What follows belongs to an exercise in optimizing a design on an open flow for small area and a short achievable clock period; a production flow would make more cautious choices.
Only simulation tests tie the RTL to the original design; equivalence was not proved.

==> build 9 <==
==> flow/design.v <==
`timescale 1ns/100ps
module spiSdCard (
   input  logic sclk,
   input  logic rstn,
   input  logic ncs,
   input  logic mosi,
   output logic miso
);
   localparam int N = 256;
   localparam logic [3:0] sHunt    = 4'd0,
                          sDir     = 4'd1,
                          sFrame   = 4'd2,
                          sStart   = 4'd3,     
                          sResp    = 4'd4,     
                          sData    = 4'd5,
                          sCrc     = 4'd6,
                          sTokHunt = 4'd7,
                          sWrData  = 4'd8,
                          sWrCrc   = 4'd9,
                          sStartW  = 4'd10,    
                          sDrBusy  = 4'd11;    
   logic [3:0]             state;
   logic [10:0]            cnt;         
   logic [5:0]             idx;
   logic [7:0]             adr;         
   logic                   a8;          
   logic                   fA;          
   logic                   fB;          
   logic                   appCmd;
   logic                   wasApp;      
   logic                   initDone;
   logic [7:0]             lenm1;       
   logic                   misoN;       
   logic                   act;
   logic [2:0]             bitc;
   logic [7:0]             byteIx;
   logic [2:0]             sIx;
   assign act    = !ncs;
   assign bitc   = cnt[2:0];
   assign byteIx = cnt[10:3];
   assign sIx    = cnt[5:3];
   assign miso   = !misoN | ncs;
   logic       hi;           
   logic       badLen;
   logic       outOfRange;
   logic       vhsOk;
   logic [8:0] endSum;
   logic [7:0] argLo;
   assign argLo      = adr;
   assign hi         = fA | fB;
   assign endSum     = {1'b0, argLo} + {1'b0, lenm1};
   assign vhsOk      = !fB && a8;
   always_ff @(posedge sclk) begin
      badLen     <= hi | (a8 == (argLo != '0));
      outOfRange <= hi | a8 | endSum[8];
   end
   logic [7:0] r1Live;
   logic       ill, pe, ae;
   logic       kR7, kR3, kRd, wrOk;
   always_comb begin
      ill = 1'b0;
      pe  = 1'b0;
      ae  = 1'b0;
      if (wasApp)
         ill = (idx != 6'd41);
      else
         case (idx)
            6'd0, 6'd8, 6'd55, 6'd58: ;
            6'd16, 6'd17, 6'd24: begin
               if (!initDone)            ill = 1'b1;
               else if (idx == 6'd16)    pe  = badLen;
               else                      ae  = outOfRange;
            end
            default: ill = 1'b1;
         endcase
   end
   logic       rLong;        
   logic       lastQ;        
   always_ff @(posedge sclk) begin
      r1Live <= {1'b0, pe, ae, 2'b00, ill, 1'b0, !initDone};
      kR7    <= !wasApp && idx == 6'd8;
      kR3    <= !wasApp && idx == 6'd58;
      rLong  <= !wasApp && (idx == 6'd8 || idx == 6'd58);
      kRd    <= !wasApp && idx == 6'd17 && initDone && !outOfRange;
      wrOk   <= !wasApp && idx == 6'd24 && initDone && !outOfRange;
      lastQ  <= byteIx == lenm1;
   end
   logic [3:0]     ph;
   logic           h;           
   logic [2:0]     k;           
   logic           hn;          
   logic [2:0]     kn;
   logic           h1;          
   logic [2:0]     k1;
   logic [16*N/2-1:0] ring;
   logic [7:0]     g  [0:3];
   logic [7:0]     gd [0:3];
   logic [5:0]     adrInc;      
   logic [3:0]     wOn;         
   logic [5:0]     rs  [0:1];   
   logic [1:0]     tq;
   logic [1:0]     wq;          
   logic [1:0]     wS;          
   logic           wrLoad;
   logic           rdNext;
   logic           wrShift;     
   logic           gOn;         
   assign h  = ~ph[3];
   assign k  = ~ph[2:0];
   assign {hn, kn} = ~(ph + 4'd1);
   assign {h1, k1} = ~(ph - 4'd1);
   always_ff @(posedge sclk)
      ph <= ph + 4'd1;
   for (genvar c = 0; c < 2; c++) begin : gCls
      always_ff @(posedge sclk) begin
         rs[c] <= (2'({c[0], hn}) < adr[1:0]) ? adrInc : adr[7:2];
         wS[c] <= hn ? wOn[2*c+1] && !(state == sWrData && adr[1:0] == 2'(2*c+1))
                     : wOn[2*c]   && !(state == sWrData && adr[1:0] == 2'(2*c));
      end
      logic [3:0]  hiS;
      logic [15:0] loS;
      always_comb
         for (int i = 0; i < 16; i++) begin
            loS[i] = rs[c][3:0] == 4'(i);
            if (i < 4)
               hiS[i] = wS[c] && rs[c][5:4] == 2'(i);
         end
      for (genvar qq = 0; qq < N/4; qq++) begin : gRow
         localparam int Q = 2*qq + c;
         logic s;
         assign s = hiS[qq/16] & loS[qq%16];
         always_ff @(posedge sclk)
            ring[16*Q +: 16] <= {ring[16*Q +: 15], (s & wq[c]) | (!s & ring[16*Q + 15])};
      end
      always_ff @(posedge sclk) begin
         tq[c] <= ring[16*(2*rs[c] + c) + 15];
         wq[c] <= hn ? g[2*c+1][kn] : g[2*c][kn];
      end
   end
   assign wrLoad = rstn && act && state == sWrData && bitc == 3'd7;
   assign rdNext = rstn && act && state == sData && bitc == 3'd7;
   assign wrShift = act && state == sWrData;
   assign gOn    = state == sStart || state == sResp || state == sData;
   assign adrInc = adr[7:2] + 6'd1;
   for (genvar j = 0; j < 4; j++) begin : gBuf
      always_comb begin
         gd[j] = g[j];
         if (gOn && h1 == j[0])
            gd[j][k1] = tq[j/2];
         if (wrShift && adr[1:0] == 2'(j))
            gd[j] = {g[j][6:0], mosi};
      end
      always_ff @(posedge sclk) begin
         g[j]    <= gd[j];
         if (wrLoad && adr[1:0] == 2'(j))
            wOn[j] <= 1'b1;
         else if (act && state == sDir)
            wOn[j] <= 1'b0;
      end
   end
   logic [7:0] curByte;
   always_comb begin
      curByte = 8'hFF;
      case (state)
         sResp:
            case (sIx)
               3'd1: curByte = r1Live;
               3'd2: curByte = kR3 ? 8'h80 : kR7 ? 8'h00 : 8'hFF;
               3'd3: curByte = kR3 ? 8'hFF : kR7 ? 8'h00 : 8'hFE;
               3'd4: curByte = kR3 ? 8'h80 : kR7 ? {7'b0, vhsOk} : 8'hFF;
               3'd5: curByte = kR3 ? 8'h00 : kR7 ? argLo : 8'hFF;
               default: ;
            endcase
         sData:   curByte = g[adr[1:0]];
         sCrc:    if (sIx[1] == 1'b0) curByte = 8'hAA;
         sDrBusy: if (sIx == 3'd0) curByte = 8'h05;
                  else if (sIx != 3'd5) curByte = 8'h00;
         default: ;
      endcase
   end
   logic decode;
   logic txOn;
   assign txOn   = state == sResp || state == sData || state == sCrc || state == sDrBusy;
   assign decode = act && state == sFrame && cnt[5:0] == 6'd46;
   always_ff @(posedge sclk) begin
      misoN <= rstn && txOn && !curByte[~bitc];
   end
   always_ff @(posedge sclk) begin
      if (act)
         cnt <= cnt + 11'd1;
      if (act && state == sFrame) begin
         if (cnt < 11'd6)
            idx <= {idx[4:0], mosi};
         if (cnt < 11'd38)
            {a8, adr} <= {adr, mosi};
         if (cnt >= 11'd6 && cnt < 11'd26)
            fA <= fA | mosi;
         if (cnt >= 11'd26 && cnt < 11'd29)
            fB <= fB | mosi;
      end
      if (rdNext || wrLoad)
         adr <= adr + 8'd1;
      if (state == sResp && act && !kRd && bitc == 3'd0 && sIx == 3'd2 && wrOk)
         adr[7:2] <= adr[7:2] - 6'd1;
      if (!rstn) begin
         state    <= sHunt;
         appCmd   <= 1'b0;
         initDone <= 1'b0;
         lenm1    <= 8'd255;
      end else begin
         case (state)
            sHunt:   if (act && !mosi) state <= sDir;
            sDir:    if (act && mosi) begin
                        state <= sFrame;
                        cnt   <= '0;
                        fA    <= 1'b0;
                        fB    <= 1'b0;
                     end
            sFrame:  if (decode) begin
                        state  <= sStart;
                        appCmd <= !appCmd && idx == 6'd55;
                        wasApp <= appCmd;
                        if (appCmd && idx == 6'd41)
                           initDone <= 1'b1;
                        if (!appCmd && idx == 6'd0)
                           initDone <= 1'b0;
                        if (!appCmd && idx == 6'd16 && initDone && !badLen)
                           lenm1 <= argLo - 8'd1;
                     end
            sStart:  begin
                        state <= sResp;
                        cnt   <= '0;
                     end
            sResp:   if (act) begin
                        if (kRd) begin
                           if (sIx == 3'd3 && bitc == 3'd7) begin
                              state <= sData;
                              cnt   <= '0;
                           end
                        end else if (bitc == 3'd0 && sIx == (rLong ? 3'd6 : 3'd2))
                           state <= wrOk ? sTokHunt : sHunt;
                     end
            sData:   if (act && bitc == 3'd7 && lastQ) begin
                        state <= sCrc;
                        cnt   <= '0;
                     end
            sCrc:    if (act && bitc == 3'd0 && sIx == 3'd2)
                        state <= sHunt;
            sTokHunt: if (act && !mosi) begin
                        state <= sWrData;
                        cnt   <= '0;
                     end
            sWrData: if (act && bitc == 3'd7 && lastQ) begin
                        state <= sWrCrc;
                        cnt   <= '0;
                     end
            sWrCrc:  if (act && cnt[3:0] == 4'd15)
                        state <= sStartW;
            sStartW: begin
                        state <= sDrBusy;
                        cnt   <= '0;
                     end
            sDrBusy: if (act && bitc == 3'd0 && sIx == 3'd5)
                        state <= sHunt;
            default: state <= sHunt;
         endcase
      end
   end
endmodule
==> flow/flow/run.sh <==
#!/bin/bash
set -euo pipefail
bash standard.sh MATCH_CELL_FOOTPRINT=0 "CTS_ARGS=-sink_clustering_enable -repair_clock_nets -sink_clustering_size 16 -sink_clustering_max_diameter 60 -buf_list {sky130_fd_sc_hd__clkbuf_4 sky130_fd_sc_hd__clkbuf_8} -dont_use_dummy_load" finish > flow.log 2>&1
==> flow/standard.sh <==
#!/bin/bash
# synth_recipe.tcl (not shown) runs the flow's synth.tcl, then flattens the netlist and writes it again
# the make line also repeats each setting of config.mk as NAME=value (left out here)
make -C /OpenROAD-flow-scripts/flow DESIGN_CONFIG=/design/flow/config.mk WORK_HOME=/design/flow/orfs CLKGATE_MAP_FILE= SYNTH_SCRIPT=/design/flow/synth_recipe.tcl "${@:-finish}"
==> flow/config.mk <==
export PLATFORM = sky130hd
export DESIGN_NAME = spiSdCard
export DESIGN_NICKNAME = spiSdCard
export VERILOG_FILES = /design/flow/design.v
export SDC_FILE = /design/flow/constraint.sdc
export NUM_CORES = 4
export LEC_CHECK = 0
export ABC_AREA = 1
export CAP_MARGIN = 20
export CORE_MARGIN = 2
export CORE_UTILIZATION = 65
export CTS_BUF_LIST = sky130_fd_sc_hd__clkbuf_4 sky130_fd_sc_hd__clkbuf_8
export CTS_CLUSTER_DIAMETER = 60
export CTS_CLUSTER_SIZE = 16
export SETUP_SLACK_MARGIN = 1.9
export SLEW_MARGIN = 20
==> flow/constraint.sdc <==
create_clock -name core_clock -period 4.0 [get_ports {sclk}]
set_input_delay 0.8000 -clock core_clock [delete_from_list [all_inputs] [get_ports {sclk}]]
set_output_delay 0.8000 -clock core_clock [all_outputs]
set_load 0.01 [all_outputs]
==> trial 20: changes against build 9 <==
--- a/flow/design.v
+++ b/flow/design.v
@@ -31,5 +31,6 @@
    logic                   initDone;
    logic [7:0]             lenm1;       
-   logic                   misoN;       
+   logic                   misoReg;
+   logic [6:0]             shReg;
    logic                   act;
    logic [2:0]             bitc;
@@ -40,5 +41,5 @@
    assign byteIx = cnt[10:3];
    assign sIx    = cnt[5:3];
-   assign miso   = !misoN | ncs;
+   assign miso   = misoReg | ncs;
    logic       hi;           
    logic       badLen;
@@ -91,6 +92,6 @@
    logic           hn;          
    logic [2:0]     kn;
-   logic           h1;          
-   logic [2:0]     k1;
+   logic           h2;          
+   logic [2:0]     k2;
    logic [16*N/2-1:0] ring;
    logic [7:0]     g  [0:3];
@@ -99,4 +100,6 @@
    logic [3:0]     wOn;         
    logic [5:0]     rs  [0:1];   
+   logic [1:0]     sB  [0:1];   
+   logic [3:0]     mid [0:1];
    logic [1:0]     tq;
    logic [1:0]     wq;          
@@ -104,10 +107,9 @@
    logic           wrLoad;
    logic           rdNext;
-   logic           wrShift;     
-   logic           gOn;         
+   logic [7:0]     wrByte;
    assign h  = ~ph[3];
    assign k  = ~ph[2:0];
    assign {hn, kn} = ~(ph + 4'd1);
-   assign {h1, k1} = ~(ph - 4'd1);
+   assign {h2, k2} = ~(ph - 4'd2);
    always_ff @(posedge sclk)
       ph <= ph + 4'd1;
@@ -115,6 +117,5 @@
       always_ff @(posedge sclk) begin
          rs[c] <= (2'({c[0], hn}) < adr[1:0]) ? adrInc : adr[7:2];
-         wS[c] <= hn ? wOn[2*c+1] && !(state == sWrData && adr[1:0] == 2'(2*c+1))
-                     : wOn[2*c]   && !(state == sWrData && adr[1:0] == 2'(2*c));
+         wS[c] <= hn ? wOn[2*c+1] : wOn[2*c];
       end
       logic [3:0]  hiS;
@@ -133,21 +134,25 @@
             ring[16*Q +: 16] <= {ring[16*Q +: 15], (s & wq[c]) | (!s & ring[16*Q + 15])};
       end
+      for (genvar gg = 0; gg < 4; gg++) begin : gMid
+         always_ff @(posedge sclk)
+            mid[c][gg] <= ring[16*(2*{gg[1:0], rs[c][3:0]} + c) + 15];
+      end
       always_ff @(posedge sclk) begin
-         tq[c] <= ring[16*(2*rs[c] + c) + 15];
+         sB[c] <= rs[c][5:4];
+         tq[c] <= mid[c][sB[c]];
          wq[c] <= hn ? g[2*c+1][kn] : g[2*c][kn];
       end
    end
+   assign wrByte = {shReg, mosi};
    assign wrLoad = rstn && act && state == sWrData && bitc == 3'd7;
-   assign rdNext = rstn && act && state == sData && bitc == 3'd7;
-   assign wrShift = act && state == sWrData;
-   assign gOn    = state == sStart || state == sResp || state == sData;
+   assign rdNext = rstn && act && state == sData && bitc == 3'd0;
    assign adrInc = adr[7:2] + 6'd1;
    for (genvar j = 0; j < 4; j++) begin : gBuf
       always_comb begin
          gd[j] = g[j];
-         if (gOn && h1 == j[0])
-            gd[j][k1] = tq[j/2];
-         if (wrShift && adr[1:0] == 2'(j))
-            gd[j] = {g[j][6:0], mosi};
+         if (!wOn[j] && h2 == j[0])
+            gd[j][k2] = tq[j/2];
+         if (wrLoad && adr[1:0] == 2'(j))
+            gd[j] = wrByte;
       end
       always_ff @(posedge sclk) begin
@@ -184,5 +189,7 @@
    assign decode = act && state == sFrame && cnt[5:0] == 6'd46;
    always_ff @(posedge sclk) begin
-      misoN <= rstn && txOn && !curByte[~bitc];
+      misoReg <= !rstn || !txOn || ((bitc == 3'd0) ? curByte[7] : shReg[6]);
+      if (act)
+         shReg <= (bitc == 3'd0 && state != sWrData) ? curByte[6:0] : {shReg[5:0], mosi};
    end
    always_ff @(posedge sclk) begin
==> flow/run.sh (new file) <==
#!/bin/bash
# synth_recipe.tcl (not shown) runs the flow's synth.tcl, then flattens the netlist and writes it again
# the make line also repeats each setting of config.mk as NAME=value (left out here)
make -C /OpenROAD-flow-scripts/flow DESIGN_CONFIG=/design/flow/config.mk WORK_HOME=/design/flow/orfs CLKGATE_MAP_FILE= SYNTH_SCRIPT=/design/flow/synth_recipe.tcl finish
ABC_AREA = default   (was 1)
SETUP_SLACK_MARGIN = 1.95   (was 1.9)
removed: flow/flow/run.sh
removed: flow/standard.sh
==> reports/qor.yml <==
postLayoutCoreUtil: 0.720
seq_area_sq_mm: 0.0443
multi_input_area_share: 0.136
synth-seq-cells: 2181
synth-xor-area-share: 0.00695
status: "finished clean"
multi_input_comb_cells: 957
p_per_area_mw_per_mm2: 576
syn_avg_cell_area_sq_um: 15.9
drt_iter0_markers: 1042
design.seq.count: 2181
crit_cells: 2
[end of results for trial 20]
==> reports/qor.yml <==
nets: 3809
seq_area_sq_mm: 0.0438
multi_input_area_share: 0.124
grtUsageMet1: 0.294
fin_ws_ns: 1.92
status: "finished clean"
syn_avg_cell_area_sq_um: 14.1
crit_buf_inv: 4
design.seq.count: 2162
power_frac_seq: 0.668
postLayoutCoreUtil: 0.700
crit_cells: 5
multi_input_comb_cells: 1259
p_per_area_mw_per_mm2: 598
ctsHoldBuffers: 0
[end of results for build 9]

==> afterwards: timing with drivers on the ports <==
No port has a modelled driver above. Below, the same layouts with a new extraction and two added sets of constraints.
Step 1: set_driving_cell puts a clkbuf_16 on sclk and a buf_2 on each other input, an assumption about the parent block.
Step 2 moves the port delays by t, midway between the first and last clock arrival at a register: inputs arrive t later, outputs are due t later. That takes back most of the time a late clock gives input paths.
a / b / c = ideal / step 1 / step 2; a / b = the first two.
run | shift t [ns] | setup slack, ns | cell pins on the clock port's net
build 9 | 0.844 | 1.919 / 1.892 / 1.275 | 1
trial 20 | 0.851 | 1.743 / 1.685 / 1.191 | 1
After both steps setup and hold are still met in every run listed. The setup slack of build 9, which loses most, moves by -0.027 ns with the drivers and by -0.644 ns with both steps.
